Background: an optimization exercise with open tools, aiming at small area, a short achievable clock period and few clock cycles. Do not read the settings as production practice. Function was checked by simulation only, so behaviour that the tests miss may differ from the original. No activity file was given, so power comes from the tool's default toggle rates.

==> flow/run.sh <==
#!/bin/bash
# synth_recipe.tcl (not shown) runs the flow's synth.tcl, then flattens the netlist and writes it again
# the make line also repeats each setting of config.mk as NAME=value (left out here)
make -C /OpenROAD-flow-scripts/flow DESIGN_CONFIG=/design/flow/config.mk WORK_HOME=/design/flow/orfs CLKGATE_MAP_FILE= SYNTH_SCRIPT=/design/flow/synth_recipe.tcl finish
==> flow/config.mk <==
export PLATFORM = sky130hd
export DESIGN_NAME = callout_timer_wheel
export DESIGN_NICKNAME = callout_timer_wheel
export VERILOG_FILES = /design/flow/design.v
export SDC_FILE = /design/flow/constraint.sdc
export NUM_CORES = 4
export LEC_CHECK = 0
export CAP_MARGIN = 20
export CORE_MARGIN = 2
export CORE_UTILIZATION = 40
export SLEW_MARGIN = 20
==> flow/constraint.sdc <==
create_clock -name core_clock -period 5.0 [get_ports {clk}]
set_input_delay 1.0000 -clock core_clock [delete_from_list [all_inputs] [get_ports {clk}]]
set_output_delay 1.0000 -clock core_clock [all_outputs]
set_load 0.01 [all_outputs]
==> flow/design.v <==
package ctw_pkg;
	localparam int TIMER_COUNT = 16;
	localparam int TIME_BITS   = 32;
	localparam int EXP_BITS    = 16;   
	localparam int ID_W        = $clog2(TIMER_COUNT);
	typedef enum logic [1:0] {
		OP_SCHED = 2'd0,
		OP_STOP  = 2'd1,
		OP_TICK  = 2'd2,
		OP_NONE  = 2'd3
	} op_t;
	typedef enum logic [1:0] {
		KIND_SCHED      = 2'd0,
		KIND_STOP       = 2'd1,
		KIND_FIRED      = 2'd2,
		KIND_IDLE_TICK  = 2'd3
	} kind_t;
endpackage
module ctw_mem (
	input  logic                                              clk,
	input  logic                                              wr_en,
	input  logic [ctw_pkg::ID_W-1:0]                          wr_addr,
	input  logic [ctw_pkg::EXP_BITS-1:0]                      wr_data,
	output logic [ctw_pkg::TIMER_COUNT*ctw_pkg::EXP_BITS-1:0] rd_all
);
	logic [ctw_pkg::EXP_BITS-1:0] mem [0:ctw_pkg::TIMER_COUNT-1];
	for (genvar i = 0; i < ctw_pkg::TIMER_COUNT; i++) begin : g_ent
		always_ff @(posedge clk) begin
			if (wr_en && (wr_addr == ctw_pkg::ID_W'(i))) begin
				mem[i] <= wr_data;
			end
		end
		assign rd_all[i*ctw_pkg::EXP_BITS +: ctw_pkg::EXP_BITS] = mem[i];
	end
endmodule
module callout_timer_wheel (
	input  logic        clk,
	input  logic        arst_n,
	input  logic        s_axis_tvalid,
	output logic        s_axis_tready,
	input  logic [23:0] s_axis_tdata,   
	input  logic [1:0]  s_axis_tuser,   
	output logic        m_axis_tvalid,
	input  logic        m_axis_tready,
	output logic [39:0] m_axis_tdata,   
	output logic [1:0]  m_axis_tuser,   
	output logic        m_axis_tlast
);
	localparam int N = ctw_pkg::TIMER_COUNT;
	localparam int E = ctw_pkg::EXP_BITS;
	logic        c_valid_q;
	logic [1:0]  c_op_q;
	logic [3:0]  c_id_q;
	logic [15:0] c_dly_q;    
	logic [31:0]  time_q;
	logic [N-1:0] pending_q;
	logic [N-1:0] fire_q;      
	logic         busy_q;      
	logic [N-1:0] older_q [N];   
	logic         out_valid_q;
	logic [1:0]   out_kind_q;
	logic [3:0]   out_id_q;
	logic         out_pend_q;
	logic [31:0]  out_time_q;
	logic         out_last_q;
	logic         out_free, exec, accept, is_none;
	logic         do_sched, do_stop, do_tick, emit;
	logic [N-1:0] id_dec;
	logic [N*E-1:0] exp_all;
	logic [31:0]  sum, tinc;
	logic [E-1:0] target;
	logic [N-1:0] due;
	logic [N-1:0] oldest, rest;
	logic         more;
	logic [3:0]   oid;
	logic [N-1:0] older [N];   
	assign is_none  = c_op_q == ctw_pkg::OP_NONE;
	assign out_free = !out_valid_q || m_axis_tready;
	assign exec     = c_valid_q && (is_none || (!busy_q && out_free));
	assign s_axis_tready = !c_valid_q || exec;
	assign accept   = s_axis_tvalid && s_axis_tready;
	assign do_sched = exec && (c_op_q == ctw_pkg::OP_SCHED);
	assign do_stop  = exec && (c_op_q == ctw_pkg::OP_STOP);
	assign do_tick  = exec && (c_op_q == ctw_pkg::OP_TICK);
	assign emit     = busy_q && out_free;
	always_comb begin
		id_dec = '0;
		id_dec[c_id_q] = 1'b1;
	end
	assign sum  = time_q + {16'd0, c_dly_q};
	assign tinc = time_q + 32'd1;
	assign target = time_q[E-1:0] + (busy_q ? E'(1) : E'(2));
	ctw_mem u_mem (
		.clk     (clk),
		.wr_en   (do_sched),
		.wr_addr (c_id_q),
		.wr_data (sum[E-1:0]),
		.rd_all  (exp_all)
	);
	for (genvar i = 0; i < N; i++) begin : g_due
		assign due[i] = exp_all[i*E +: E] == target;
	end
	for (genvar i = 0; i < N; i++) begin : g_old_i
		for (genvar j = 0; j < N; j++) begin : g_old_j
			if (i < j) begin : g_lo
				always_ff @(posedge clk) begin
					if (do_sched && (id_dec[i] || id_dec[j])) begin
						older_q[i][j] <= id_dec[j];
					end
				end
				assign older[i][j] = older_q[i][j];
			end else if (i > j) begin : g_hi
				assign older[i][j] = !older_q[j][i];
			end else begin : g_eq
				assign older[i][j] = 1'b0;
			end
		end
	end
	for (genvar i = 0; i < N; i++) begin : g_sel
		logic [N-1:0] beat;
		for (genvar j = 0; j < N; j++) begin : g_b
			assign beat[j] = fire_q[j] && older[j][i];
		end
		assign oldest[i] = fire_q[i] && !(|beat);
	end
	assign rest = fire_q & ~oldest;
	assign more = |rest;
	always_comb begin
		oid = 4'd0;
		for (int i = 0; i < N; i++) begin
			if (oldest[i]) oid = oid | 4'(i);
		end
	end
	always_ff @(posedge clk or negedge arst_n) begin
		if (!arst_n) begin
			c_valid_q <= 1'b0;
		end else begin
			c_valid_q <= accept || (c_valid_q && !exec);
		end
	end
	always_ff @(posedge clk) begin
		if (accept) begin
			c_op_q  <= s_axis_tuser;
			c_id_q  <= s_axis_tdata[3:0];
			c_dly_q <= {s_axis_tdata[19:5], s_axis_tdata[4] || (s_axis_tdata[19:5] == 15'd0)};
		end
	end
	always_ff @(posedge clk or negedge arst_n) begin
		if (!arst_n) begin
			time_q    <= '0;
			pending_q <= '0;
			fire_q    <= '0;
			busy_q    <= 1'b0;
		end else begin
			if (do_sched) begin
				pending_q[c_id_q] <= 1'b1;
				fire_q[c_id_q]    <= c_dly_q == 16'd1;
			end
			if (do_stop) begin
				pending_q[c_id_q] <= 1'b0;
				fire_q[c_id_q]    <= 1'b0;
			end
			if (do_tick) begin
				time_q    <= tinc;
				pending_q <= pending_q & ~fire_q;
				if (more) begin
					busy_q <= 1'b1;
					fire_q <= rest;
				end else begin
					fire_q <= due & pending_q & ~fire_q;
				end
			end
			if (emit) begin
				if (more) begin
					fire_q <= rest;
				end else begin
					busy_q <= 1'b0;
					fire_q <= due & pending_q;
				end
			end
		end
	end
	always_ff @(posedge clk or negedge arst_n) begin
		if (!arst_n) begin
			out_valid_q <= 1'b0;
		end else if (do_sched || do_stop || do_tick || emit) begin
			out_valid_q <= 1'b1;
		end else if (m_axis_tready) begin
			out_valid_q <= 1'b0;
		end
	end
	always_ff @(posedge clk) begin
		if (do_sched || do_stop) begin
			out_kind_q <= do_sched ? ctw_pkg::KIND_SCHED : ctw_pkg::KIND_STOP;
			out_id_q   <= c_id_q;
			out_pend_q <= pending_q[c_id_q];
			out_time_q <= do_sched ? sum : 32'd0;
			out_last_q <= 1'b1;
		end
		if (do_tick || emit) begin
			out_kind_q <= (fire_q != '0) ? ctw_pkg::KIND_FIRED : ctw_pkg::KIND_IDLE_TICK;
			out_id_q   <= oid;
			out_pend_q <= 1'b0;
			out_last_q <= !more;
		end
		if (do_tick) begin
			out_time_q <= (fire_q != '0) ? tinc : 32'd0;
		end
	end
	assign m_axis_tvalid = out_valid_q;
	assign m_axis_tdata  = {3'b000, out_time_q, out_pend_q, out_id_q};
	assign m_axis_tuser  = out_kind_q;
	assign m_axis_tlast  = out_last_q;
endmodule
==> results of run 1 <==
==> routing by layer <==
layer  up-vias  GRT usage (%)  wire (µm)
met5         -              0          0
met4         0           11.2       3960
met3       193           4.66       8490
met2      1131           41.8      39600
met1      9518           37.7      35900
li1       8167              -          -
==> final cells by class <==
type / instances / share of cell area (%)
well taps: 837 / 3.61
repair buffers: 185 / 5.39
multi-input cells: 1457 / 33.1
flip-flops and latches: 505 / 51.0
clock buffers: 67 / 4.97
inverters: 42 / 0.608
clock inverters: 36 / 1.32
==> sequential cells by signal, indices dropped and copies added (netlist names), 2 cells and up, named ones only <==
| register | flops |
|---|---|
| u_mem.mem | 256 |
| older_q | 120 |
| out_time_q | 32 |
| time_q | 32 |
| c_dly_q | 16 |
| fire_q | 16 |
| c_id_q | 4 |
| out_id_q | 4 |
| c_op_q | 2 |
| out_kind_q | 2 |
==> power breakdown <==
group          switching [W]  leakage [nW]  internal, W
clock                0.00177         0.890      0.00242
sequential          0.000292          4.86      0.00515
combinational        0.00248          4.52      0.00123
==> worst max path at each step <==
stage	startpoint	endpoint	slack, ps	depth (start not counted)
2_1_floorplan	m_axis_tready	u_mem.mem[0][0]$_DFFE_PP_	990	8
3_3_place_gp	m_axis_tready	u_mem.mem[12][6]$_DFFE_PP_	810	8
3_5_place_dp	m_axis_tready	u_mem.mem[12][3]$_DFFE_PP_	780	8
4_1_cts	fire_q[7]$_DFF_PN0_	fire_q[0]$_DFF_PN0_	990	10
5_1_grt	c_id_q[0]$_DFFE_PP_	fire_q[12]$_DFF_PN0_	820	13
6_report	fire_q[7]$_DFF_PN0_	fire_q[0]$_DFF_PN0_	850	10
==> cells in the final DEF, fill, tap and decap left out, types with 9 or more instances in the layout <==
| master | Yosys | routed |
|---|---|---|
| nand2b_1 | 20 | 20 |
| nor2_1 | 127 | 126 |
| nand3_1 | 64 | 64 |
| clkinv_1 | 4 | 19 |
| clkbuf_1 | 74 | 11 |
| nor4_1 | 21 | 21 |
| o22ai_1 | 30 | 30 |
| clkinv_2 | 1 | 11 |
| a2111oi_0 | 10 | 10 |
| nor2b_1 | 9 | 9 |
| nor3_1 | 63 | 59 |
| a211oi_1 | 24 | 24 |
| o31ai_1 | 10 | 10 |
| a31oi_1 | 13 | 13 |
| and3_1 | 16 | 16 |
| dfrtp_1 | 67 | 67 |
| o21ai_0 | 109 | 109 |
| xnor2_1 | 145 | 138 |
| buf_4 | 7 | 117 |
| a22oi_1 | 45 | 45 |
| o211ai_1 | 20 | 20 |
| a22o_1 | 11 | 11 |
| ha_1 | 23 | 23 |
| xnor2_2 | 3 | 10 |
| inv_1 | 27 | 27 |
| edfxtp_1 | 437 | 437 |
| or2_2 | 9 | 9 |
| nand2_1 | 231 | 231 |
| o2111ai_1 | 17 | 17 |
| nand4_1 | 45 | 45 |
| a21oi_1 | 93 | 93 |
| clkdlybuf4s50_1 | 0 | 66 |
| xor2_1 | 161 | 156 |
| clkbuf_16 | 0 | 56 |
==> per-stage QoR <==
stage | cells | setup slack (ps) | instance area, µm²
6_report | 3129 | 852 | 29000
5_1_grt | 3129 | 821 | 29000
4_1_cts | 3128 | 989 | 29000
3_5_place_dp | 3025 | 780 | 27200
3_3_place_gp | 3025 | 812 | 27200
2_1_floorplan | 2135 | 989 | 25100
==> logic make-up after synthesis <==
kind of cell,count (synthesis),synth area share (%)
other,1,0.0149
AO/OA/AOI/OAI,465,12.5
XOR/XNOR,310,11.0
flip-flops,505,59.1
AND/OR/NAND/NOR,646,12.4
multiplexers,8,0.578
adder cells (fa/ha/maj),25,1.31
buffers and inverters,173,3.21
==> Implementation_results.wiki, run 1 <==
{| class="wikitable"
! Metric !! Value
|-
| Yosys warning total || 5
|-
| Max incr delay on CP || 720 ps
|-
| Routed vias/inst || slightly above 6
|-
| Largest net degree at the start of global routing || 68
|-
| Remaining global-route overflow || 0
|-
| Clock Tree Buf Depth || 3
|-
| Worst reg2reg path endpoint || fire_q[0]$_DFF_PN0_
|-
| Standard cell with the maximum stage delay on the critical path || dfrtp_1
|-
| Number of buffers created by CTS || 55
|-
| Total Die Area || approximately 65,000 µm²
|-
| Total global routing track utilization || a little over a quarter
|-
| P per Cell Area || roughly 460 nW/µm²
|-
| Vert. Die Dim || 254 µm
|-
| Post-route clock skew || 13.1 ps
|-
| Result of the run || no timing/DRC/antenna violations
|-
| Storage element area || between 10,000 and 15,000 µm²
|-
| Number of synthesized register bits || just over 500
|-
| Total power || ~0.013 W
|-
| Global placer's final weighted congestion || 1.01
|-
| Worst IR drop on VDD || roughly 0.00032 V
|-
| Final routed DRC violation total || 0
|-
| Number of library cell types mapped by synthesis || 96
|-
| HP Start || time_q[31]$_DFFE_PN0P_
|-
| Root Buffer || clkbuf_16
|-
| Final antenna diode count || 0
|-
| Total of fill cells in the finished design || about 5,600
|-
| Kind of cell adding the most delay to the critical path || simple AND/OR/NAND/NOR gates
|-
| Cells after synthesis || 2,133
|-
| Clock latency reported for the late side of the worst-skew pair || 640 ps
|-
| Main flop type after synthesis || edfxtp_1
|-
| Kind of path behind the tightest hold check || flop to flop
|-
| Number of placed I/O pins || 75
|-
| Post-synthesis cell area || about 25,000 µm²
|-
| Placeable Area || just over 60,000 µm²
|-
| Launching element type of the critical path || flop
|-
| Leakage Power || 10.3 nW
|-
| Reg-to-reg critical path startpoint || fire_q[7]$_DFF_PN0_
|-
| RSZ-0062 raised after global routing || false
|-
| Number of DRC markers in iteration 0 || approximately 2,400
|-
| Area grow syn2layout || 15.7%
|-
| Dpl hpwl || ~62,000 µm
|-
| Utilization of the core after routing || 47.0%
|-
| Cell type with the highest occurrence count on the critical path || buf_4
|-
| Register-to-Register Setup Slack || 850 ps
|-
| Final hold violations || 0
|-
| Share of synthesized area occupied by flip-flops and latches || between 50% and 60%
|-
| Leading post-synthesis cells by instance count || edfxtp_1 (437), nand2_1 (231), xor2_1 (161)
|-
| Number of nets in the layout || between 2,000 and 2,500
|-
| Critical path cell sequence || a222oi_1 > nand4_1 > nor3_1 > nand2b_1 > o21ai_0 > nor4_4 > buf_4 > nand2_2 > buf_4 > o41ai_1
|-
| Share of layout cells above drive strength 1 || about an eighth
|-
| Synth Area per Inst || roughly 12 µm²
|-
| Worst setup path class || flop to flop
|-
| Count of input and output buffers || between 60 and 70
|-
| Actual transition at the worst max-transition pin || 1070 ps
|-
| Cts hold-fix bufs || 0
|-
| Total of endpoints with negative setup slack in the final report || 0
|-
| Clock H-tree levels || 2
|-
| Clock tree from TritonCTS || yes
|-
| Max-capacitance violation count || 0
|-
| Antenna Nets Post-Route || 0
|-
| Post-route worst hold slack || approximately 500 ps
|-
| Arrival time at the worst endpoint || approximately 4600 ps
|-
| Post-cts sizing count || 0
|-
| Die Wd || 254 µm
|-
| Number of core rows || 91
|-
| Post-CTS setup buffers || 0
|-
| Via total after detailed routing || about 19,000
|-
| Crit path buf inv count || 2
|-
| Number of clock sinks || around 500
|-
| Critical path peak fanout || 14
|-
| Worst endpoint required time || 5480 ps
|-
| Initial cell density of the core || 40.6%
|-
| Number of search-and-repair iterations in the first detailed-routing pass || 5
|-
| Clock transition time at the flip-flop clock pins of the worst setup and hold paths || approximately 60 ps
|-
| Crit end category || flop
|-
| Wire length of the first global-routing pass || 126,000 µm
|-
| Biggest area contributors in the synthesized netlist || edfxtp_1 (52%), dfrtp_1 (6.7%), xor2_1 (5.6%)
|-
| Post-synth EDFFs || roughly 440
|-
| Number of global-route vias before repair || about 18,000
|-
| Max Clock Freq || between 0.2 and 0.25 GHz
|-
| Fraction of registers with async set/reset || 13.3%
|-
| Minimum period implied by the final worst setup slack || slightly above 4000 ps
|-
| Number of antenna violations at the first check in global routing || 0
|-
| Worst Hold Path Cells || 1
|-
| Tcrit/Tclk final || between 80 and 90%
|-
| Area of the multi-input gates || 9600 µm²
|-
| Leading cell type by number of instances after synthesis || edfxtp_1
|-
| Length in cells of the worst reg-to-reg path || 10
|-
| Max-slew violation count || 0
|-
| Average detailed-routed wire length per instance || about 28 µm
|-
| Worst slew margin relative to its limit || around 29%
|-
| Total length of routed wires || a little under 90,000 µm
|-
| Min-Delay Endpoint || time_q[31]$_DFFE_PN0P_
|-
| Area share of the leading cell type in the synthesized netlist || 52.3%
|-
| Top cell type by total area after synthesis || edfxtp_1
|-
| Sum of negative setup slack || 0 ps
|}
Testbench counts, summed over its fixed seeds: cycles 3,314.
==> inputs of run 2 (changes only) <==
--- a/flow/config.mk
+++ b/flow/config.mk
@@ -8,4 +8,5 @@
 export CAP_MARGIN = 20
 export CORE_MARGIN = 2
 export CORE_UTILIZATION = 40
+export SETUP_SLACK_MARGIN = 2.5
 export SLEW_MARGIN = 20
==> Implementation_results.wiki, run 2 <==
{| class="wikitable"
! Metric !! Value
|-
| Main flop type after synthesis || edfxtp_1
|-
| Final setup slack of the worst path || 1830 ps (+973 ps)
|-
| Vert. Die Dim || 254 µm (unchanged)
|-
| Largest net degree at the start of global routing || 68 (unchanged)
|-
| Net switching share of the total power || 34.9% (+0.80 points)
|-
| Internal Power || 0.00944 W (+7.3%)
|-
| Yosys warning total || 5 (unchanged)
|-
| Total of fill cells in the finished design || 5,219 (-7.2%)
|-
| Part of the power in registers || 37.6% (-3.2 points)
|-
| Root Buffer || clkbuf_16
|-
| Worst setup path class || flop to flop
|-
| Final hold violations || 0 (unchanged)
|-
| Die Wd || 254 µm (unchanged)
|-
| Via total after detailed routing || 19,975 (+5.1%)
|-
| Number of DRC markers in iteration 0 || 2,537 (+6.5%)
|-
| Most common cell after layout, fill and taps aside || edfxtp_1
|-
| Worst slew margin relative to its limit || 26.4% (-2.3 points)
|-
| Synth Area per Inst || 11.8 µm² (unchanged)
|-
| Number of antenna violations at the first check in global routing || 2 (+2)
|-
| Number of search-and-repair iterations in the first detailed-routing pass || 9 (+4)
|-
| Post-synthesis cell area || 25,100 µm² (unchanged)
|-
| Count of input and output buffers || 67 (unchanged)
|-
| Max-capacitance violation count || 0 (unchanged)
|-
| Area grow syn2layout || 32.4%
|-
| Placed instance area || 27,600 µm² (+1.3%)
|-
| Tcrit/Tclk final || 63.5% (-19 points)
|-
| Number of global-route vias before repair || 19,228 (+5.4%)
|-
| Remaining global-route overflow || 0 (unchanged)
|-
| Final antenna diode count || 0 (unchanged)
|-
| Placeable Area || 61,800 µm² (unchanged)
|-
| Post-synth EDFFs || 437 (unchanged)
|-
| Routed vias/inst || 6.01 (-1.0%)
|-
| Leading post-synthesis cells by instance count || edfxtp_1 (437), nand2_1 (231), xor2_1 (161)
|-
| Cts hold-fix bufs || 0 (unchanged)
|-
| Arrival time at the worst endpoint || 3690 ps (-940 ps)
|-
| Number of buffers created by CTS || 53 (-3.6%)
|-
| Share of synthesized area occupied by flip-flops and latches || 59.1% (unchanged)
|-
| Minimum period implied by the final worst setup slack || 3170 ps (-973 ps)
|-
| Wire length of the first global-routing pass || 135,000 µm (+7.3%)
|-
| Total global routing track utilization || 29.0% (+2.0 points)
|-
| Actual transition at the worst max-transition pin || 1100 ps (+34.4 ps)
|-
| Startpoint of the most critical setup path || fire_q[1]$_DFF_PN0_
|-
| Dpl hpwl || 62,300 µm (+0.39%)
|-
| Most used cells in the layout excluding fill and tap cells || edfxtp_1 (437), buf_4 (213), nand2_1 (159)
|-
| Total Die Area || 64,800 µm² (unchanged)
|-
| Clock latency reported for the late side of the worst-skew pair || 640 ps (about the same)
|-
| Sum of negative setup slack || 0 ps (unchanged)
|-
| Result of the run || no timing/DRC/antenna violations
|-
| Critical path peak fanout || 5 (-9)
|-
| Max Clock Freq || 0.315 GHz (+31%)
|-
| Utilization of the core after routing || 53.7% (+6.8 points)
|-
| Share of power burned in the clock network || 26.9% (-4.5 points)
|-
| Global placer's final weighted congestion || 0.988 (-2.0%)
|-
| Launching element type of the critical path || flop
|-
| Clock transition time at the flip-flop clock pins of the worst setup and hold paths || 60 ps (about the same)
|-
| Post-route worst hold slack || 511 ps (+8.70 ps)
|-
| Top reg by flops || u_mem.mem
|-
| Clock Tree Buf Depth || 3 (unchanged)
|-
| Clock tree from TritonCTS || yes
|-
| Leading cell type by number of instances after synthesis || edfxtp_1
|-
| Post-place setup slack || 965 ps (+185 ps)
|-
| Total length of routed wires || 95,100 µm (+8.1%)
|-
| Area share of the leading cell type in the synthesized netlist || 52.3% (unchanged)
|-
| Reg-to-reg critical path startpoint || fire_q[1]$_DFF_PN0_
|-
| Number of placed I/O pins || 75 (unchanged)
|-
| Number of nets in the layout || 2,500 (+8.6%)
|-
| Switching component of the power || 0.00505 W (+11%)
|-
| P per Cell Area || 436 nW/µm² (-5.1%)
|-
| Max-slew violation count || 0 (unchanged)
|-
| RSZ-0062 raised after global routing || true
|-
| Post-route clock skew || 28.4 ps (+15.3 ps)
|-
| Total of endpoints with negative setup slack in the final report || 0 (unchanged)
|-
| Fraction of registers with async set/reset || 13.3% (unchanged)
|-
| Worst endpoint required time || 5510 ps (+30 ps)
|-
| Crit end category || flop
|-
| Average detailed-routed wire length per instance || 28.6 µm (+1.8%)
|-
| Number of core rows || 91 (unchanged)
|-
| Biggest area contributors in the synthesized netlist || edfxtp_1 (52%), dfrtp_1 (6.7%), xor2_1 (5.6%)
|-
| Power share of the combinational group || 35.5% (+7.6 points)
|-
| Clock H-tree levels || 2 (unchanged)
|-
| Initial cell density of the core || 40.6% (unchanged)
|-
| Number of library cell types mapped by synthesis || 96 (unchanged)
|-
| Leakage Power || 12.0 nW (+17%)
|-
| Cells after synthesis || 2,133 (unchanged)
|-
| Top cell type by total area after synthesis || edfxtp_1
|-
| Largest registers || u_mem.mem x256, older_q x120
|-
| Number of clock sinks || 505 (unchanged)
|-
| Antenna Nets Post-Route || 0 (unchanged)
|-
| Worst IR drop on VDD || 0.000299 V (-5.5%)
|-
| HP Start || time_q[31]$_DFFE_PN0P_
|-
| Final routed DRC violation total || 0 (unchanged)
|-
| Largest register FFs || 256 (unchanged)
|-
| Kind of path behind the tightest hold check || flop to flop
|-
| Number of synthesized register bits || 505 (unchanged)
|-
| Non-Filler Cell Area, Final || 33,200 µm² (+14%)
|-
| Share of layout cells above drive strength 1 || 31.1% (+19 points)
|}
-- run 2: cell counts after synthesis --
Identical to the previous run, type by type.
-- run 2: power by group through the flow --
stage | clock network, W | registers (W) | logic, W
3_3_place_gp | 0 | 0.00555 | 0.00369
2_1_floorplan | 0 | 0.00540 | 0.00231
4_1_cts | 0.00392 | 0.00543 | 0.00462
3_5_place_dp | 0 | 0.00555 | 0.00373
5_1_grt | 0.00409 | 0.00546 | 0.00540
6_report | 0.00389 | 0.00544 | 0.00515
-- run 2: worst paths after layout --
| kind | end | cells past startpoint | slack (ps) |
|---|---|---|---|
| max in group asynchronous | fire_q[1]$_DFF_PN0_ | 1 | 3650 |
| min | time_q[31]$_DFFE_PN0P_ | 1 | 510 |
| max | fire_q[2]$_DFF_PN0_ | 12 | 1830 |
| max reg2reg | fire_q[2]$_DFF_PN0_ | 12 | 1830 |
| min in group asynchronous | time_q[23]$_DFFE_PN0P_ | 1 | 550 |
| min reg2reg | time_q[31]$_DFFE_PN0P_ | 1 | 510 |
-- run 2: cells by family after synthesis --
family	after synthesis	synth area share, %
buf+inv	173	3.21
mux	8	0.578
simple gates	646	12.4
fa+ha+maj	25	1.31
compound gates	465	12.5
xor+xnor	310	11.0
other cells	1	0.0149
flops	505	59.1
-- run 2: cell type report --
class	count	area, µm²	area share (%)
repair inverters	1	7.51	0.0226
well taps	837	1050	3.15
flip-flops and latches	505	14900	44.8
clock buffers	65	1380	4.16
repair buffers	385	3860	11.6
inverters	42	233	0.700
multi-input cells	1457	11600	34.8
clock inverters	30	267	0.802
-- run 2: through the flow --
stage / instances / power (W)
detailed placement: 2987 / 0.00928
CTS: 3244 / 0.0140
floorplan: 2135 / 0.00770
finish: 3322 / 0.0145
global route: 3322 / 0.0149
global placement: 2987 / 0.00924
-- run 2: routing by layer --
| layer | GRT usage (%) | vias to the layer above | wire, µm |
|---|---|---|---|
| met1 | 39.4 | 10030 | 37700 |
| met5 | 0 | - | 11 |
| li1 | - | 8591 | - |
| met3 | 5.63 | 242 | 9030 |
| met4 | 11.2 | 2 | 4210 |
| met2 | 46.1 | 1110 | 44100 |
-- run 2: critical path, stage by stage, from the launching register on --
cell and delay (ps):
dfrtp_4 550, buf_6 160, buf_4 140, nand2_1 50, o21ai_0 120, nor2_1 260
a31oi_4 190, or4b_4 580, nor4_4 280, buf_6 170, nand2_4 80, buf_8 140
o41ai_2 330
-- run 2: repair_timing --
item | CTS | global route
pin swaps | 88 | 69
resized for setup | 305 | 151
setup endpoints to repair | 787 | 275
setup buffers | 158 | 76
cloned | 4 | 2
==> inputs of run 3 (changes only) <==
--- a/flow/config.mk
+++ b/flow/config.mk
@@ -5,6 +5,7 @@
 export SDC_FILE = /design/flow/constraint.sdc
 export NUM_CORES = 4
 export LEC_CHECK = 0
+export ABC_AREA = 1
 export CAP_MARGIN = 20
 export CORE_MARGIN = 2
 export CORE_UTILIZATION = 40
==> Implementation_results.wiki, run 3 <==
{| class="wikitable"
! Metric !! Value
|-
| Result of the run || no timing/DRC/antenna violations
|-
| Number of DRC markers in iteration 0 || 2,335 (-8.0%)
|-
| Final antenna diode count || 0 (unchanged)
|-
| Routed vias/inst || 5.31 (-12%)
|-
| P per Cell Area || 582 nW/µm² (+34%)
|-
| Main flop type after synthesis || edfxtp_1
|-
| Biggest area contributors in the synthesized netlist || edfxtp_1 (49%), nand2_1 (13%), dfrtp_1 (6.3%)
|-
| Number of global-route vias before repair || 20,970 (+9.1%)
|-
| Leakage Power || 14.5 nW (+21%)
|-
| Standard cell with the maximum stage delay on the critical path || fa_2
|-
| Worst endpoint required time || 5540 ps (+30 ps)
|-
| Antenna Nets Post-Route || 0 (unchanged)
|-
| Vert. Die Dim || 262 µm (+2.8%)
|-
| Clock latency reported for the late side of the worst-skew pair || 640 ps (about the same)
|-
| Cts hold-fix bufs || 0 (unchanged)
|-
| Largest net degree at the start of global routing || 68 (unchanged)
|-
| Leading cell type by number of instances after synthesis || nand2_1
|-
| Clock Tree Buf Depth || 3 (unchanged)
|-
| Via total after detailed routing || 22,151 (+11%)
|-
| Remaining global-route overflow || 0 (unchanged)
|-
| Number of antenna violations at the first check in global routing || 0 (-2)
|-
| Top reg by flops || u_mem.mem
|-
| Worst IR drop on VDD || 0.000412 V (+38%)
|-
| Length in cells of the worst reg-to-reg path || 16 (+4)
|-
| Total length of routed wires || 90,700 µm (-4.6%)
|-
| Average detailed-routed wire length per instance || 21.7 µm (-24%)
|-
| Largest registers || u_mem.mem x256, older_q x120
|-
| Utilization of the core after routing || 51.6% (-2.1 points)
|-
| Number of placed I/O pins || 75 (unchanged)
|-
| Area grow syn2layout || 27.8%
|-
| Final routed DRC violation total || 0 (unchanged)
|-
| Arrival time at the worst endpoint || 3430 ps (-260 ps)
|-
| Max Clock Freq || 0.346 GHz (+10%)
|-
| Worst reg2reg path endpoint || fire_q[10]$_DFF_PN0_
|-
| Dpl hpwl || 58,800 µm (-5.6%)
|-
| Cell type with the highest occurrence count on the critical path || nand2_2
|-
| Cells after synthesis || 2,966 (+39%)
|-
| Area share of the leading cell type in the synthesized netlist || 49.4% (-2.9 points)
|-
| Number of library cell types mapped by synthesis || 58 (-40%)
|-
| Share of layout cells above drive strength 1 || 20.0% (-11 points)
|-
| Synth Area per Inst || 8.95 µm² (-24%)
|-
| Total global routing track utilization || 25.6% (-3.4 points)
|-
| Worst setup path class || flop to flop
|-
| Initial cell density of the core || 40.4% (-0.20 points)
|-
| Wire length of the first global-routing pass || 130,000 µm (-3.8%)
|-
| Number of buffers created by CTS || 57 (+7.5%)
|-
| Post-synth EDFFs || 437 (unchanged)
|-
| Minimum period implied by the final worst setup slack || 2890 ps (-287 ps)
|-
| Die Wd || 262 µm (+2.8%)
|-
| Worst slew margin relative to its limit || 44.5% (+18 points)
|-
| Top cell type by total area after synthesis || edfxtp_1
|-
| Total Die Area || 68,500 µm² (+5.7%)
|-
| Post-route clock skew || 44.0 ps (+15.6 ps)
|-
| Final setup slack of the worst path || 2110 ps (+287 ps)
|-
| Launching element type of the critical path || flop
|-
| Largest register FFs || 256 (unchanged)
|-
| Global placer's final weighted congestion || 0.945 (-4.3%)
|-
| Total of fill cells in the finished design || 5,905 (+13%)
|-
| Number of core rows || 94 (+3.3%)
|-
| Number of nets in the layout || 3,319 (+33%)
|-
| Number of search-and-repair iterations in the first detailed-routing pass || 6 (-3)
|-
| Post-synthesis cell area || 26,600 µm² (+5.8%)
|-
| Clock tree from TritonCTS || yes
|-
| Share of synthesized area occupied by flip-flops and latches || 55.8% (-3.3 points)
|-
| Area of the multi-input gates || 11,500 µm² (-0.73%)
|-
| Root Buffer || clkbuf_16
|-
| Most common cell after layout, fill and taps aside || nand2_1
|-
| Final hold violations || 0 (unchanged)
|-
| Clock H-tree levels || 2 (unchanged)
|-
| Max-capacitance violation count || 0 (unchanged)
|-
| Kind of path behind the tightest hold check || input port to asynchronous set/reset pin
|-
| Fraction of registers with async set/reset || 13.3% (unchanged)
|-
| Post-place setup slack || 725 ps (-240 ps)
|-
| Storage element area || 14,900 µm² (about the same)
|-
| Max-slew violation count || 0 (unchanged)
|-
| Total of endpoints with negative setup slack in the final report || 0 (unchanged)
|-
| Count of input and output buffers || 67 (unchanged)
|-
| Actual transition at the worst max-transition pin || 829 ps (-275 ps)
|-
| Register-to-Register Setup Slack || 2110 ps (+290 ps)
|-
| Critical path cell sequence || ha_2 > inv_2 > fa_2 > nor2_8 > nand2_2 > nor2_4 > nand2_4 > nand2_8 > buf_4 > xor2_1 > nand4_1 > nor2_2 > nand2_2 > nand3_1 > nand2_1 > inv_1
|-
| Critical path peak fanout || 7 (+2)
|-
| Number of clock sinks || 505 (unchanged)
|-
| Most used cells in the layout excluding fill and tap cells || nand2_1 (833), edfxtp_1 (437), inv_1 (313)
|-
| Crit end category || flop
|-
| Sum of negative setup slack || 0 ps (unchanged)
|-
| RSZ-0062 raised after global routing || true
|-
| Max incr delay on CP || 420 ps (-160 ps)
|-
| Leading post-synthesis cells by instance count || nand2_1 (896), edfxtp_1 (437), nor2_1 (336)
|-
| Placeable Area || 65,700 µm² (+6.3%)
|-
| Tcrit/Tclk final || 57.7% (-5.7 points)
|-
| Reg-to-reg critical path startpoint || busy_q$_DFF_PN0_
|-
| Number of synthesized register bits || 505 (unchanged)
|-
| Clock transition time at the flip-flop clock pins of the worst setup and hold paths || 60 ps (about the same)
|-
| Yosys warning total || 5 (unchanged)
|}
[run 3: layout make-up]
type | instances | share of cell area [%]
Clock buffer | 77 | 4.57
Clock inverter | 29 | 1.07
Inverter | 339 | 3.91
Multi-Input combinational cell | 2029 | 33.8
Sequential cell | 505 | 43.8
Tap cell | 864 | 3.19
Timing Repair Buffer | 330 | 9.61
Timing Repair inverter | 2 | 0.0442
[run 3: cell families after synthesis]
logic type | after synthesis | share of synthesized area (%)
compound gates | 280 | 5.83
xor+xnor | 198 | 6.56
fa+ha+maj | 25 | 1.23
buf+inv | 439 | 6.93
flops | 505 | 55.8
other cells | 1 | 0.0141
simple gates | 1518 | 23.6
[run 3: metal layers]
metal	vias to the layer above	share of wire, %	track usage (%)
met5	-	0	0
met4	0	5.0	10.8
met3	235	7.4	3.52
met2	951	47	42.7
met1	10701	40	33.5
li1	10264	-	-
[run 3: worst max-delay path: cells and delay by family, from the launching register on]
kind	cells	cell delay, ps
AND/OR/NAND/NOR	10	1400
XOR/XNOR	1	140
adder cells (fa/ha/maj)	2	630
flip-flops	1	390
buffers and inverters	3	200
[run 3: worst max-delay path by stage]
stage                      from                    endpoint  slack [ps]  depth (start not counted)
4_1_cts        busy_q$_DFF_PN0_         fire_q[4]$_DFF_PN0_        2190                         16
6_report       busy_q$_DFF_PN0_        fire_q[10]$_DFF_PN0_        2110                         16
2_1_floorplan     m_axis_tready  u_mem.mem[12][0]$_DFFE_PP_        2420                          9
3_3_place_gp      m_axis_tready         fire_q[2]$_DFF_PN0_         780                         17
5_1_grt        busy_q$_DFF_PN0_        fire_q[10]$_DFF_PN0_        1960                         15
3_5_place_dp      m_axis_tready  u_mem.mem[13][5]$_DFFE_PP_         720                         11
[run 3: per-stage QoR]
step	power [W]	hold slack (ps)	instances	instance area [µm²]
floorplan	0.0104	487	2968	26800
finish	0.0198	258	4175	33900
global placement	0.0127	521	3837	28300
global route	0.0206	266	4175	33900
CTS	0.0186	546	4073	32500
detailed placement	0.0128	535	3838	28300
[run 3: repair_timing]
item	4_1_cts	5_1_grt
gates cloned	7	4
pin swaps	60	48
resized for setup	293	147
setup buffers	122	97
endpoints found under the setup margin	752	274
[run 3: where the power goes]
part / switching [W] / leakage, nW / internal (W)
clock network: 0.00179 / 0.930 / 0.00254
registers: 0.000664 / 4.78 / 0.00584
logic: 0.00542 / 8.80 / 0.00352
total: 0.00787 / 14.5 / 0.0119
==> inputs of run 4 (changes only) <==
--- a/flow/design.v
+++ b/flow/design.v
@@ -52,10 +52,19 @@
 	logic [1:0]  c_op_q;
 	logic [3:0]  c_id_q;
 	logic [15:0] c_dly_q;    
+	logic        c1_valid_q;
+	logic [1:0]  c1_op_q;
+	logic [3:0]  c1_id_q;
+	logic [15:0] c1_dly_q;
+	logic        ready_q;
+	logic [1:0]  in_op;
+	logic [3:0]  in_id;
+	logic [15:0] in_dly;
 	logic [31:0]  time_q;
 	logic [N-1:0] pending_q;
 	logic [N-1:0] fire_q;      
 	logic         busy_q;      
+	logic [15:0]  due_t_q;     
 	logic [N-1:0] older_q [N];   
 	logic         out_valid_q;
 	logic [1:0]   out_kind_q;
@@ -63,7 +72,7 @@
 	logic         out_pend_q;
 	logic [31:0]  out_time_q;
 	logic         out_last_q;
-	logic         out_free, exec, accept, is_none;
+	logic         out_free, exec, accept, is_none, wr_sched;
 	logic         do_sched, do_stop, do_tick, emit;
 	logic [N-1:0] id_dec;
 	logic [N*E-1:0] exp_all;
@@ -77,22 +86,23 @@
 	assign is_none  = c_op_q == ctw_pkg::OP_NONE;
 	assign out_free = !out_valid_q || m_axis_tready;
 	assign exec     = c_valid_q && (is_none || (!busy_q && out_free));
-	assign s_axis_tready = !c_valid_q || exec;
+	assign s_axis_tready = ready_q;
 	assign accept   = s_axis_tvalid && s_axis_tready;
 	assign do_sched = exec && (c_op_q == ctw_pkg::OP_SCHED);
 	assign do_stop  = exec && (c_op_q == ctw_pkg::OP_STOP);
 	assign do_tick  = exec && (c_op_q == ctw_pkg::OP_TICK);
 	assign emit     = busy_q && out_free;
+	assign wr_sched = c_valid_q && (c_op_q == ctw_pkg::OP_SCHED) && !busy_q;
 	always_comb begin
 		id_dec = '0;
 		id_dec[c_id_q] = 1'b1;
 	end
 	assign sum  = time_q + {16'd0, c_dly_q};
 	assign tinc = time_q + 32'd1;
-	assign target = time_q[E-1:0] + (busy_q ? E'(1) : E'(2));
+	assign target = due_t_q;
 	ctw_mem u_mem (
 		.clk     (clk),
-		.wr_en   (do_sched),
+		.wr_en   (wr_sched),
 		.wr_addr (c_id_q),
 		.wr_data (sum[E-1:0]),
 		.rd_all  (exp_all)
@@ -104,7 +114,7 @@
 		for (genvar j = 0; j < N; j++) begin : g_old_j
 			if (i < j) begin : g_lo
 				always_ff @(posedge clk) begin
-					if (do_sched && (id_dec[i] || id_dec[j])) begin
+					if (wr_sched && (id_dec[i] || id_dec[j])) begin
 						older_q[i][j] <= id_dec[j];
 					end
 				end
@@ -124,30 +134,67 @@
 		assign oldest[i] = fire_q[i] && !(|beat);
 	end
 	assign rest = fire_q & ~oldest;
-	assign more = |rest;
+	always_comb begin
+		logic any;
+		any  = 1'b0;
+		more = 1'b0;
+		for (int i = 0; i < N; i++) begin
+			more = more | (any & fire_q[i]);
+			any  = any | fire_q[i];
+		end
+	end
 	always_comb begin
 		oid = 4'd0;
 		for (int i = 0; i < N; i++) begin
 			if (oldest[i]) oid = oid | 4'(i);
 		end
 	end
+	assign in_op  = s_axis_tuser;
+	assign in_id  = s_axis_tdata[3:0];
+	assign in_dly = {s_axis_tdata[19:5], s_axis_tdata[4] || (s_axis_tdata[19:5] == 15'd0)};
 	always_ff @(posedge clk or negedge arst_n) begin
 		if (!arst_n) begin
-			c_valid_q <= 1'b0;
+			c_valid_q  <= 1'b0;
+			c1_valid_q <= 1'b0;
+			ready_q    <= 1'b1;
 		end else begin
-			c_valid_q <= accept || (c_valid_q && !exec);
+			if (exec) begin
+				c_valid_q  <= c1_valid_q || accept;
+				c1_valid_q <= c1_valid_q && accept;
+				ready_q    <= 1'b1;
+			end else begin
+				c_valid_q  <= c_valid_q || accept;
+				c1_valid_q <= c1_valid_q || (c_valid_q && accept);
+				ready_q    <= !(c1_valid_q || (c_valid_q && accept));
+			end
 		end
 	end
 	always_ff @(posedge clk) begin
-		if (accept) begin
-			c_op_q  <= s_axis_tuser;
-			c_id_q  <= s_axis_tdata[3:0];
-			c_dly_q <= {s_axis_tdata[19:5], s_axis_tdata[4] || (s_axis_tdata[19:5] == 15'd0)};
+		if (exec ? c1_valid_q : !c_valid_q) begin
+			if (c1_valid_q) begin
+				c_op_q  <= c1_op_q;
+				c_id_q  <= c1_id_q;
+				c_dly_q <= c1_dly_q;
+			end else begin
+				c_op_q  <= in_op;
+				c_id_q  <= in_id;
+				c_dly_q <= in_dly;
+			end
+		end else if (exec && accept) begin
+			c_op_q  <= in_op;
+			c_id_q  <= in_id;
+			c_dly_q <= in_dly;
+		end
+		if (accept && c_valid_q && !(exec && !c1_valid_q)) begin
+			c1_op_q  <= in_op;
+			c1_id_q  <= in_id;
+			c1_dly_q <= in_dly;
 		end
 	end
 	always_ff @(posedge clk or negedge arst_n) begin
 		if (!arst_n) begin
 			time_q    <= '0;
+			due_t_q   <= 16'd2;
 			pending_q <= '0;
 			fire_q    <= '0;
 			busy_q    <= 1'b0;
@@ -159,6 +206,9 @@
 			if (do_stop) begin
 				pending_q[c_id_q] <= 1'b0;
 				fire_q[c_id_q]    <= 1'b0;
+			end
+			if ((do_tick || emit) && !more) begin
+				due_t_q <= due_t_q + 16'd1;
 			end
 			if (do_tick) begin
 				time_q    <= tinc;
--- a/flow/config.mk
+++ b/flow/config.mk
@@ -9,5 +9,5 @@
 export CAP_MARGIN = 20
 export CORE_MARGIN = 2
 export CORE_UTILIZATION = 40
-export SETUP_SLACK_MARGIN = 2.5
+export SETUP_SLACK_MARGIN = 3.0
 export SLEW_MARGIN = 20
==> Implementation_results.wiki, run 4 <==
{| class="wikitable"
! Metric !! Value
|-
| Dpl hpwl || 60,000 µm (+1.9%)
|-
| Total power || 0.00959 W (-51%)
|-
| Biggest area contributors in the synthesized netlist || edfxtp_1 (50%), nand2_1 (8.9%), dfrtp_1 (7.6%)
|-
| Max Clock Freq || 0.410 GHz (+18%)
|-
| Via total after detailed routing || 24,735 (+12%)
|-
| Tcrit/Tclk final || 48.7% (-9.0 points)
|-
| Minimum period implied by the final worst setup slack || 2440 ps (-451 ps)
|-
| Post-place setup slack || 1370 ps (+648 ps)
|-
| Final Instance Count excl. Fillers || 4,179 (+0.096%)
|-
| Dpl cells || 3,685 (-4.0%)
|-
| Clock transition time at the flip-flop clock pins of the worst setup and hold paths || 60 ps (about the same)
|-
| Max-slew violation count || 0 (unchanged)
|-
| Number of global-route vias before repair || 23,527 (+12%)
|-
| Leading post-synthesis cells by instance count || nand2_1 (651), edfxtp_1 (459), nor2_1 (319)
|-
| Wire length of the first global-routing pass || 146,000 µm (+12%)
|-
| Routed vias/inst || 5.92 (+12%)
|-
| Number of clock sinks || 545 (+7.9%)
|-
| Antenna Nets Post-Route || 0 (unchanged)
|-
| Leading cell type by number of instances after synthesis || nand2_1
|-
| Placed instance area || 29,500 µm² (+4.0%)
|-
| Critical path cell sequence || ha_4 > nand2_4 > nand2_4 > a21oi_4 > o21ai_4 > buf_4 > nand2_2 > nand2_4 > nand2_4 > nand2_4 > xor2_4 > buf_6 > buf_16
|-
| Kind of path behind the tightest hold check || input port to asynchronous set/reset pin
|-
| Final hold violations || 0 (unchanged)
|-
| Max incr delay on CP || 490 ps (+70 ps)
|-
| Count of input and output buffers || 67 (unchanged)
|-
| Total global routing track utilization || 27.4% (+1.8 points)
|-
| Top cell type by total area after synthesis || edfxtp_1
|-
| Global placer's final weighted congestion || 0.950 (+0.48%)
|-
| Number of search-and-repair iterations in the first detailed-routing pass || 8 (+2)
|-
| Crit end category || flop
|-
| Result of the run || no timing/DRC/antenna violations
|-
| Worst IR drop on VDD || 0.000244 V (-41%)
|-
| Worst slew margin relative to its limit || 39.8% (-4.7 points)
|-
| Final setup slack of the worst path || 2560 ps (+451 ps)
|-
| Remaining global-route overflow || 0 (unchanged)
|-
| Most used cells in the layout excluding fill and tap cells || nand2_1 (552), edfxtp_1 (459), buf_4 (204)
|-
| Cts hold-fix bufs || 0 (unchanged)
|-
| Final antenna diode count || 0 (unchanged)
|-
| Most common cell after layout, fill and taps aside || nand2_1
|-
| Total Die Area || 70,600 µm² (+3.1%)
|-
| Standard cell with the maximum stage delay on the critical path || edfxtp_1
|-
| Number of DRC markers in iteration 0 || 2,856 (+22%)
|-
| Clock H-tree levels || 2 (unchanged)
|-
| Post-synth EDFFs || 459 (+5.0%)
|-
| Cells after synthesis || 2,823 (-4.8%)
|-
| Actual transition at the worst max-transition pin || 903 ps (+73.5 ps)
|-
| Area share of the leading cell type in the synthesized netlist || 50.3% (+0.89 points)
|-
| RSZ-0062 raised after global routing || true
|-
| Average detailed-routed wire length per instance || 25.1 µm (+16%)
|-
| Main flop type after synthesis || edfxtp_1
|-
| Final routed DRC violation total || 0 (unchanged)
|-
| Initial cell density of the core || 40.6% (+0.19 points)
|-
| Clock latency reported for the late side of the worst-skew pair || 640 ps (about the same)
|-
| Fraction of registers with async set/reset || 15.6% (+2.3 points)
|-
| Max-capacitance violation count || 0 (unchanged)
|-
| Worst setup path class || flop to flop
|-
| Number of synthesized register bits || 545 (+7.9%)
|-
| Largest register FFs || 256 (unchanged)
|-
| Largest registers || u_mem.mem x256, older_q x120
|-
| Critical path peak fanout || 8 (+1)
|-
| Number of buffers created by CTS || 58 (+1.8%)
|-
| Number of nets in the layout || 3,310 (-0.27%)
|-
| Root Buffer || clkbuf_16
|-
| Non-Filler Cell Area, Final || 39,200 µm² (+16%)
|-
| Leakage Power || 14.4 nW (-0.78%)
|-
| Area grow syn2layout || 43.1%
|-
| Number of antenna violations at the first check in global routing || 0 (unchanged)
|-
| Yosys warning total || 5 (unchanged)
|-
| Number of core rows || 95 (+1.1%)
|-
| Number of placed I/O pins || 75 (unchanged)
|-
| Total length of routed wires || 105,000 µm (+16%)
|-
| Share of layout cells above drive strength 1 || 36.1% (+16 points)
|-
| Total of fill cells in the finished design || 5,323 (-9.9%)
|-
| Share of synthesized area occupied by flip-flops and latches || 58.1% (+2.3 points)
|-
| Synth Area per Inst || 9.71 µm² (+8.4%)
|-
| Largest net degree at the start of global routing || 63 (-7.4%)
|-
| Number of library cell types mapped by synthesis || 57 (-1.7%)
|-
| Die Wd || 266 µm (+1.6%)
|-
| Post-synthesis cell area || 27,400 µm² (+3.2%)
|-
| Sum of negative setup slack || 0 ps (unchanged)
|-
| Clock tree from TritonCTS || yes
|-
| Placeable Area || 67,500 µm² (+2.7%)
|-
| Post-route clock skew || 16.2 ps (-27.8 ps)
|-
| Launching element type of the critical path || flop
|-
| Clock Tree Buf Depth || 3 (unchanged)
|-
| Arrival time at the worst endpoint || 2820 ps (-610 ps)
|-
| P per Cell Area || 245 nW/µm² (-58%)
|-
| Vert. Die Dim || 266 µm (+1.6%)
|-
| Worst endpoint required time || 5380 ps (-160 ps)
|-
| Total of endpoints with negative setup slack in the final report || 0 (unchanged)
|-
| Top reg by flops || u_mem.mem
|-
| Cell type with the highest occurrence count on the critical path || nand2_4
|}
[run 4: cell count changes in the layout (fill, tap and decap cells not counted), sizes merged, moves of 27 or more]
cell,delta
a21oi,+38
buf,+185
dlygate4sd2,-37
inv,-170
nand2,-272
o2111ai,+44
o21ai,+65
o22ai,+41
or2,+27
xor2,-38
[run 4: per-layer routing]
metal	global-route usage [%]	share of wire (%)	up-vias
met4	12.6	6.2	0
li1	-	-	10678
met2	45.5	47	1465
met1	35.2	38	12180
met3	4.73	8.5	412
met5	0	0	-
[run 4: worst paths after layout]
check	startpoint	end	slack, ps	depth (start not counted)
max	c_dly_q[4]$_DFFE_PP_	u_mem.mem[9][11]$_DFFE_PP_	2560	13
min	arst_n	time_q[0]$_DFFE_PN0P_	460	1
max reg2reg	c_dly_q[4]$_DFFE_PP_	u_mem.mem[9][11]$_DFFE_PP_	2560	13
min reg2reg	flop	flop	520	2
max in group asynchronous	arst_n	time_q[14]$_DFFE_PN0P_	3460	2
min in group core_clock	flop	flop	520	2
[run 4: layout make-up]
cell class                      count  area, µm²  area share (%)
Timing Repair Buffer              480       5380            13.7
Sequential cell                   545      16000            40.8
Tap cell                          873       1090            2.79
Multi-Input combinational cell   1977      13600            34.7
Inverter                          188       1050            2.67
Clock buffer                       70       1520            3.87
Clock inverter                     39        524            1.34
Timing Repair inverter              7       62.6           0.160
[run 4: through the flow]
stage               hold slack, ps  utilization (%)
finish                         456             58.1
floorplan                      469                -
global placement               493             43.6
CTS                            468             53.4
detailed placement             507             43.6
global route                   504             58.1
[run 4: cells by family (layout without fill, tap and decap cells)]
group / count (synthesis) / in the layout / synth area share [%]
simple gates: 1290 / 1294 / 20.0
buf+inv: 308 / 784 / 4.57
xor+xnor: 166 / 166 / 5.31
mux: 18 / 18 / 0.740
flops: 545 / 545 / 58.1
other cells: 1 / 3 / 0.0137
compound gates: 472 / 473 / 10.1
fa+ha+maj: 23 / 23 / 1.08
[run 4: power by group]
| part | total, W | switching [W] | internal, W |
|---|---|---|---|
| sequential | 0.00486 | 0.0000000000000000000409 | 0.00486 |
| combinational | 0.0000471 | 0.0000281 | 0.0000189 |
| clock | 0.00468 | 0.00189 | 0.00279 |
[run 4: timing repair]
action	in CTS	in global routing
gates resized for setup	728	425
pin swaps	158	164
cloned	18	9
setup buffers	251	107
endpoints found under the setup margin	956	558
[run 4: critical path, delay by kind of cell (launching register included)]
kind | cells | cell delay (ps)
flip-flops | 1 | 490
AND/OR/NAND/NOR | 6 | 460
buffers and inverters | 3 | 440
adder cells (fa/ha/maj) | 1 | 300
AO/OA/AOI/OAI | 2 | 280
XOR/XNOR | 1 | 190
Testbench counts of run 4, summed over its fixed seeds: cycles 3,314.
==> inputs of run 5 (changes only) <==
--- a/flow/config.mk
+++ b/flow/config.mk
@@ -9,5 +9,6 @@
 export CAP_MARGIN = 20
 export CORE_MARGIN = 2
 export CORE_UTILIZATION = 40
-export SETUP_SLACK_MARGIN = 3.0
+export SETUP_SLACK_MARGIN = 2.5
 export SLEW_MARGIN = 20
+export TNS_END_PERCENT = 10
==> Implementation_results.wiki, run 5 <==
{| class="wikitable"
! Metric !! Value
|-
| Result of the run || no timing/DRC/antenna violations
|-
| Top reg by flops || u_mem.mem
|-
| Share of layout cells above drive strength 1 || 15.5% (-21 points)
|-
| Area of the multi-input gates || 10,700 µm² (-21%)
|-
| Cts hold-fix bufs || 0 (unchanged)
|-
| Number of synthesized register bits || 545 (unchanged)
|-
| Clock H-tree levels || 2 (unchanged)
|-
| Launching element type of the critical path || flop
|-
| Number of clock sinks || 545 (unchanged)
|-
| Number of buffers created by CTS || 58 (unchanged)
|-
| RSZ-0062 raised after global routing || true
|-
| Top routing layer in use || met4
|-
| Most common cell after layout, fill and taps aside || nand2_1
|-
| Leading post-synthesis cells by instance count || nand2_1 (651), edfxtp_1 (459), nor2_1 (319)
|-
| Number of search-and-repair iterations in the first detailed-routing pass || 6 (-2)
|-
| Arrival time at the worst endpoint || 1610 ps (-1210 ps)
|-
| Met1 Wirelength || 35,800 µm (-11%)
|-
| Max Clock Freq || 0.384 GHz (-6.5%)
|-
| Critical path peak fanout || 2 (-6)
|-
| Met2 routed wirelength || 42,500 µm (-14%)
|-
| Die Wd || 266 µm (unchanged)
|-
| Via total after detailed routing || 22,169 (-10%)
|-
| Area share of the leading cell type in the synthesized netlist || 50.3% (unchanged)
|-
| Crit path buf inv count || 1 (-2)
|-
| Leading cell type by number of instances after synthesis || nand2_1
|-
| Area grow syn2layout || 18.8%
|-
| Max-capacitance violation count || 0 (unchanged)
|-
| Antenna Nets Post-Route || 0 (unchanged)
|-
| Number of core rows || 95 (unchanged)
|-
| Count of input and output buffers || 67 (unchanged)
|-
| Worst setup path class || flop to primary output
|-
| Total length of routed wires || 88,200 µm (-16%)
|-
| Average detailed-routed wire length per instance || 22.6 µm (-10%)
|-
| Routed vias/inst || 5.67 (-4.2%)
|-
| Post-route worst hold slack || 349 ps (-107 ps)
|-
| Crit end category || primary output
|-
| Wire length of the first global-routing pass || 129,000 µm (-12%)
|-
| Number of library cell types mapped by synthesis || 57 (unchanged)
|-
| Actual transition at the worst max-transition pin || 1000 ps (+98.6 ps)
|-
| Kind of cell adding the most delay to the critical path || buffers and inverters
|-
| Number of DRC markers in iteration 0 || 2,235 (-22%)
|-
| Storage element area || 16,000 µm² (-0.15%)
|-
| Placeable Area || 67,500 µm² (unchanged)
|-
| Main flop type after synthesis || edfxtp_1
|-
| Fraction of registers with async set/reset || 15.6% (unchanged)
|-
| P per Cell Area || 282 nW/µm² (+15%)
|-
| Largest net degree at the start of global routing || 56 (-11%)
|-
| Clock Tree Buf Depth || 3 (unchanged)
|-
| Final antenna diode count || 0 (unchanged)
|-
| Total of endpoints with negative setup slack in the final report || 0 (unchanged)
|-
| Initial cell density of the core || 40.6% (unchanged)
|-
| Worst endpoint required time || 4000 ps (-1380 ps)
|-
| Root Buffer || clkbuf_16
|-
| Final routed DRC violation total || 0 (unchanged)
|-
| Number of global-route vias before repair || 21,379 (-9.1%)
|-
| Leakage Power || 11.9 nW (-17%)
|-
| Cells after synthesis || 2,823 (unchanged)
|-
| Vert. Die Dim || 266 µm (unchanged)
|-
| Clock transition time at the flip-flop clock pins of the worst setup and hold paths || 60 ps (about the same)
|-
| Final hold violations || 0 (unchanged)
|-
| Number of nets in the layout || 3,043 (-8.1%)
|-
| Post-route clock skew || 16.8 ps (+0.643 ps)
|-
| Biggest area contributors in the synthesized netlist || edfxtp_1 (50%), nand2_1 (8.9%), dfrtp_1 (7.6%)
|-
| Share of synthesized area occupied by flip-flops and latches || 58.1% (unchanged)
|-
| Yosys warning total || 5 (unchanged)
|-
| Dpl hpwl || 60,300 µm (+0.58%)
|-
| Total global routing track utilization || 24.1% (-3.3 points)
|-
| Total of fill cells in the finished design || 6,236 (+17%)
|-
| Total Die Area || 70,600 µm² (unchanged)
|-
| Remaining global-route overflow || 0 (unchanged)
|-
| Number of placed I/O pins || 75 (unchanged)
|-
| Max incr delay on CP || 570 ps (+80 ps)
|-
| Number of antenna violations at the first check in global routing || 0 (unchanged)
|-
| Minimum period implied by the final worst setup slack || 2610 ps (+169 ps)
|-
| Sum of negative setup slack || 0 ps (unchanged)
|-
| Tcrit/Tclk final || 52.1% (+3.4 points)
|-
| Top cell type by total area after synthesis || edfxtp_1
|-
| Post-synth EDFFs || 459 (unchanged)
|-
| Worst slew margin relative to its limit || 32.8% (-7.0 points)
|-
| Most used cells in the layout excluding fill and tap cells || nand2_1 (624), edfxtp_1 (459), nor2_1 (300)
|-
| Largest register FFs || 256 (unchanged)
|-
| Worst IR drop on VDD || 0.000238 V (-2.3%)
|-
| Post-synthesis cell area || 27,400 µm² (unchanged)
|-
| Detail Route met3 WL || 6320 µm (-29%)
|-
| Standard cell with the maximum stage delay on the critical path || clkdlybuf4s50_1
|-
| Global placer's final weighted congestion || 1.05 (+11%)
|-
| Synth Area per Inst || 9.71 µm² (unchanged)
|-
| Clock tree from TritonCTS || yes
|-
| Kind of path behind the tightest hold check || input port to asynchronous set/reset pin
|-
| Clock latency reported for the late side of the worst-skew pair || 630 ps (about the same)
|-
| Largest registers || u_mem.mem x256, older_q x120
|-
| Critical path cell sequence || clkdlybuf4s50_1
|-
| Max-slew violation count || 0 (unchanged)
|}
==> run 5: cell counts after synthesis <==
Identical to the previous run, type by type.
==> run 5: metal layers <==
| metal | vias up | GRT usage, % |
|---|---|---|
| met4 | 0 | 9.16 |
| met3 | 216 | 3.66 |
| li1 | 10121 | - |
| met5 | - | 0 |
| met2 | 960 | 41.1 |
| met1 | 10872 | 31.1 |
==> run 5: timing repair <==
action                     CTS  global route
pin swaps                    8            13
setup endpoints to repair  763           562
gates resized for setup     99           111
setup buffers               26            54
cloned                       3             7
==> run 5: per-stage QoR <==
stage                     util, %  area, µm²  std cells  total power (W)  setup slack, ps
after floorplan                 -      27400       2825          0.00497             2240
after global placement       43.2      29200       3713          0.00501             1310
after detailed placement     43.2      29200       3713          0.00501             1280
after CTS                    46.9      31700       3849          0.00926             2360
after global routing         48.2      32600       3910          0.00944             2340
final                        48.2      32600       3910          0.00920             2390
==> run 5: kinds of logic after synthesis <==
group	synth area share, %
AND/OR/NAND/NOR	20.0
other	0.0137
multiplexers	0.740
XOR/XNOR	5.31
buffers and inverters	4.57
flip-flops	58.1
adder cells (fa/ha/maj)	1.08
AO/OA/AOI/OAI	10.1
==> run 5: report_power, final <==
group | total [W] | leakage (nW) | internal [W] | switching [W]
combinational | 0.0000449 | 5.73 | 0.0000190 | 0.0000259
sequential | 0.00487 | 5.30 | 0.00487 | 0.0000000000000000000272
clock | 0.00429 | 0.914 | 0.00246 | 0.00182
==> run 5: final cells by class <==
class,count,area share (%)
sequential,545,49.0
clock inverter,29,0.961
timing repair buffer,217,6.25
timing repair inverter,6,0.115
multi-input combinational,1974,33.0
clock buffer,78,4.81
tap,873,3.35
inverter,188,2.53
==> run 5: path summary, 6_finish.rpt <==
path                            cells after the start                       end  slack, ps               startpoint
worst max-delay path                                1           m_axis_tdata[4]       2390  out_pend_q$_SDFFE_PN0P_
worst min-delay path                                1    due_t_q[0]$_DFFE_PN0P_        350                   arst_n
max in group asynchronous                           2     time_q[0]$_DFFE_PN0P_       3720                   arst_n
worst min register to register                      2                      flop        510                     flop
min in group core_clock                             2                      flop        510                     flop
worst max register to register                      8  older_q[8][11]$_DFFE_PP_       2420      c_id_q[0]$_DFFE_PP_
==> inputs of run 6 (changes only) <==
--- a/flow/config.mk
+++ b/flow/config.mk
@@ -11,4 +11,3 @@
 export CORE_UTILIZATION = 40
 export SETUP_SLACK_MARGIN = 2.5
 export SLEW_MARGIN = 20
-export TNS_END_PERCENT = 10
==> Implementation_results.wiki, run 6 <==
{| class="wikitable"
! Metric !! Value
|-
| Die Wd || 266 µm (unchanged)
|-
| Minimum period implied by the final worst setup slack || 2490 ps (-112 ps)
|-
| Largest net degree at the start of global routing || 59 (+5.4%)
|-
| RSZ-0062 raised after global routing || true
|-
| Share of layout cells above drive strength 1 || 16.2% (+0.71 points)
|-
| Main flop type after synthesis || edfxtp_1
|-
| Critical path peak fanout || 5 (+3)
|-
| Final antenna diode count || 0 (unchanged)
|-
| Number of buffers created by CTS || 55 (-5.2%)
|-
| Clock Tree Buf Depth || 3 (unchanged)
|-
| Arrival time at the worst endpoint || 3020 ps (+1410 ps)
|-
| Clock transition time at the flip-flop clock pins of the worst setup and hold paths || 70 ps (about the same)
|-
| P per Cell Area || 278 nW/µm² (-1.7%)
|-
| Number of library cell types mapped by synthesis || 57 (unchanged)
|-
| Max Clock Freq || 0.401 GHz (+4.5%)
|-
| Non-Filler Cell Area, Final || 32,700 µm² (+0.55%)
|-
| Total length of routed wires || 89,700 µm (+1.7%)
|-
| Remaining global-route overflow || 0 (unchanged)
|-
| Worst IR drop on VDD || 0.000294 V (+23%)
|-
| Total global routing track utilization || 25.0% (+0.83 points)
|-
| Leading cell type by number of instances after synthesis || nand2_1
|-
| Number of synthesized register bits || 545 (unchanged)
|-
| Clock H-tree levels || 2 (unchanged)
|-
| Antenna Nets Post-Route || 0 (unchanged)
|-
| Crit end category || flop
|-
| Number of clock sinks || 545 (unchanged)
|-
| Final hold violations || 0 (unchanged)
|-
| Top cell type by total area after synthesis || edfxtp_1
|-
| Kind of path behind the tightest hold check || input port to asynchronous set/reset pin
|-
| Sum of negative setup slack || 0 ps (unchanged)
|-
| Number of search-and-repair iterations in the first detailed-routing pass || 6 (unchanged)
|-
| Root Buffer || clkbuf_16
|-
| Top reg by flops || u_mem.mem
|-
| Result of the run || no timing/DRC/antenna violations
|-
| Synth Area per Inst || 9.71 µm² (unchanged)
|-
| Launching element type of the critical path || flop
|-
| Dpl hpwl || 60,200 µm (-0.13%)
|-
| Global placer's final weighted congestion || 0.978 (-7.1%)
|-
| Number of DRC markers in iteration 0 || 2,368 (+6.0%)
|-
| Cts hold-fix bufs || 0 (unchanged)
|-
| Number of nets in the layout || 3,055 (+0.39%)
|-
| Max-slew violation count || 0 (unchanged)
|-
| Clock latency reported for the late side of the worst-skew pair || 640 ps (about the same)
|-
| Post-synthesis cell area || 27,400 µm² (unchanged)
|-
| Fraction of registers with async set/reset || 15.6% (unchanged)
|-
| Final routed DRC violation total || 0 (unchanged)
|-
| Total of endpoints with negative setup slack in the final report || 0 (unchanged)
|-
| Wire length of the first global-routing pass || 134,000 µm (+3.5%)
|-
| Most used cells in the layout excluding fill and tap cells || nand2_1 (619), edfxtp_1 (459), nor2_1 (297)
|-
| Initial cell density of the core || 40.6% (unchanged)
|-
| Most common cell after layout, fill and taps aside || nand2_1
|-
| Vert. Die Dim || 266 µm (unchanged)
|-
| Worst slew margin relative to its limit || 29.8% (-2.9 points)
|-
| Max-capacitance violation count || 0 (unchanged)
|-
| Number of placed I/O pins || 75 (unchanged)
|-
| Placed instance area || 29,200 µm² (+0.17%)
|-
| Area grow syn2layout || 19.5%
|-
| Worst setup path class || flop to flop
|-
| Number of antenna violations at the first check in global routing || 1 (+1)
|-
| Total of fill cells in the finished design || 6,132 (-1.7%)
|-
| Via total after detailed routing || 22,384 (+0.97%)
|-
| Actual transition at the worst max-transition pin || 1040 ps (+41.1 ps)
|-
| Post-synth EDFFs || 459 (unchanged)
|-
| Average detailed-routed wire length per instance || 22.9 µm (+1.5%)
|-
| Worst endpoint required time || 5530 ps (+1530 ps)
|-
| Leakage Power || 12.0 nW (+0.39%)
|-
| Largest register FFs || 256 (unchanged)
|-
| Leading post-synthesis cells by instance count || nand2_1 (651), edfxtp_1 (459), nor2_1 (319)
|-
| Cells after synthesis || 2,823 (unchanged)
|-
| Tcrit/Tclk final || 49.9% (-2.2 points)
|-
| Largest registers || u_mem.mem x256, older_q x120
|-
| Area share of the leading cell type in the synthesized netlist || 50.3% (unchanged)
|-
| Share of synthesized area occupied by flip-flops and latches || 58.1% (unchanged)
|-
| Number of global-route vias before repair || 21,973 (+2.8%)
|-
| Total Die Area || 70,600 µm² (unchanged)
|-
| Routed vias/inst || 5.71 (+0.76%)
|-
| Number of core rows || 95 (unchanged)
|-
| Biggest area contributors in the synthesized netlist || edfxtp_1 (50%), nand2_1 (8.9%), dfrtp_1 (7.6%)
|-
| Count of input and output buffers || 67 (unchanged)
|-
| Yosys warning total || 5 (unchanged)
|-
| Clock tree from TritonCTS || yes
|-
| Post-route clock skew || 13.8 ps (-3.03 ps)
|-
| Placeable Area || 67,500 µm² (unchanged)
|}
-- run 6: cell types whose count changed in the layout (fill, tap and decap cells not counted), moves of 6 or more --
cell	delta
clkbuf_1	-6
clkdlybuf4s50_1	-39
clkinv_1	+8
dlygate4sd2_1	+37
ha_1	-7
-- run 6: worst max-delay path, stage by stage, from the launching register on --
cell     delay, ps
dfrtp_4        530
nor2_4         170
nand2_4         80
nor2_4         170
nand2_2        110
nand2_4        100
nand4_1        100
buf_6          150
buf_6          120
nor3_4         210
buf_12         160
buf_6          110
nand4_1        190
nand2_1        120
nor2_1          50
-- run 6: cell families after synthesis --
family / after synthesis / share of synthesized area [%]
flops: 545 / 58.1
fa+ha+maj: 23 / 1.08
compound gates: 472 / 10.1
xor+xnor: 166 / 5.31
buf+inv: 308 / 4.57
other cells: 1 / 0.0137
simple gates: 1290 / 20.0
mux: 18 / 0.740
-- run 6: routing by layer --
metal / vias up / global-route usage, % / routed length [µm]
li1: 10162 / - / -
met1: 10989 / 32.4 / 36500
met2: 1005 / 42.1 / 43000
met3: 228 / 4.05 / 6550
met4: 0 / 9.20 / 3650
met5: - / 0 / 0
-- run 6: layout make-up --
type	instances	area (µm²)	area share, %
Clock inverter	33	348	1.06
Inverter	188	803	2.45
Multi-Input combinational cell	1974	10800	33.0
Tap cell	873	1090	3.34
Clock buffer	67	1450	4.44
Timing Repair inverter	6	40.0	0.122
Sequential cell	545	16000	48.8
Timing Repair Buffer	232	2230	6.81
-- run 6: path summary, 6_finish.rpt --
kind                                     start                      to  slack (ps)  cells after the start
setup / recovery           fire_q[2]$_DFF_PN0_     fire_q[7]$_DFF_PN0_        2510                     14
hold / removal                          arst_n  due_t_q[2]$_DFFE_PN0P_         450                      1
setup reg to reg           fire_q[2]$_DFF_PN0_     fire_q[7]$_DFF_PN0_        2510                     14
hold reg to reg                           flop                    flop         520                      2
max in group asynchronous               arst_n       ready_q$_DFF_PN1_        3460                      2
min in group core_clock                   flop                    flop         520                      2
-- run 6: metrics by stage --
| step | util (%) | total power (W) | hold WS, ps | worst slack [ps] | std cells |
|---|---|---|---|---|---|
| after global routing | 48.5 | 0.00932 | 512 | 2430 | 3918 |
| after CTS | 47.4 | 0.00913 | 474 | 2410 | 3872 |
| after global placement | 43.3 | 0.00500 | 494 | 1220 | 3716 |
| after detailed placement | 43.3 | 0.00501 | 501 | 1190 | 3716 |
| final | 48.5 | 0.00909 | 453 | 2510 | 3918 |
| after floorplan | - | 0.00497 | 469 | 2360 | 2825 |
-- run 6: power breakdown --
part	leakage [nW]	switching, W	internal, W	total (W)
Clock	0.873	0.00180	0.00238	0.00418
Sequential	5.30	0.0000000000000000000233	0.00487	0.00487
Combinational	5.81	0.0000264	0.0000186	0.0000450
-- run 6: repair_timing --
action,CTS,global route
gates cloned,6,5
setup endpoints to repair,522,423
buffers inserted,50,41
pin swaps,15,25
gates resized for setup,156,106

re-timing with driven ports:
No port has a modelled driver above. Below, the same layouts with a new extraction and two added sets of constraints. Step 1 assumes that a clkbuf_16 drives the clock port and a buf_2 every other input. Step 2 moves the port delays by t, midway between the first and last clock arrival at a register: inputs arrive t later, outputs are due t later. That takes back most of the time a late clock gives input paths. Three values: ideal, step 1, step 2; two values: the first two.
run | t (ns) | slack for setup (ns) | hold WS [ns]
run 1 | 0.691 | 0.852 / 0.852 / 0.633 | 0.503 / 0.502 / 0.503
run 2 | 0.689 | 1.825 / 1.825 / 1.691 | 0.511 / 0.511 / 0.511
run 3 | 0.682 | 2.113 / 2.113 / 1.762 | 0.258 / 0.224 / 0.561
run 4 | 0.697 | 2.563 / 2.563 / 2.167 | 0.456 / 0.419 / 0.524
run 5 | 0.681 | 2.394 / 2.334 / 2.001 | 0.349 / 0.332 / 0.515
run 6 | 0.690 | 2.506 / 2.506 / 1.876 | 0.453 / 0.437 / 0.517
After both steps every run listed still meets setup and hold. The setup slack of run 6, which loses most, moves by 0.000 ns with the drivers and by -0.630 ns with both steps.
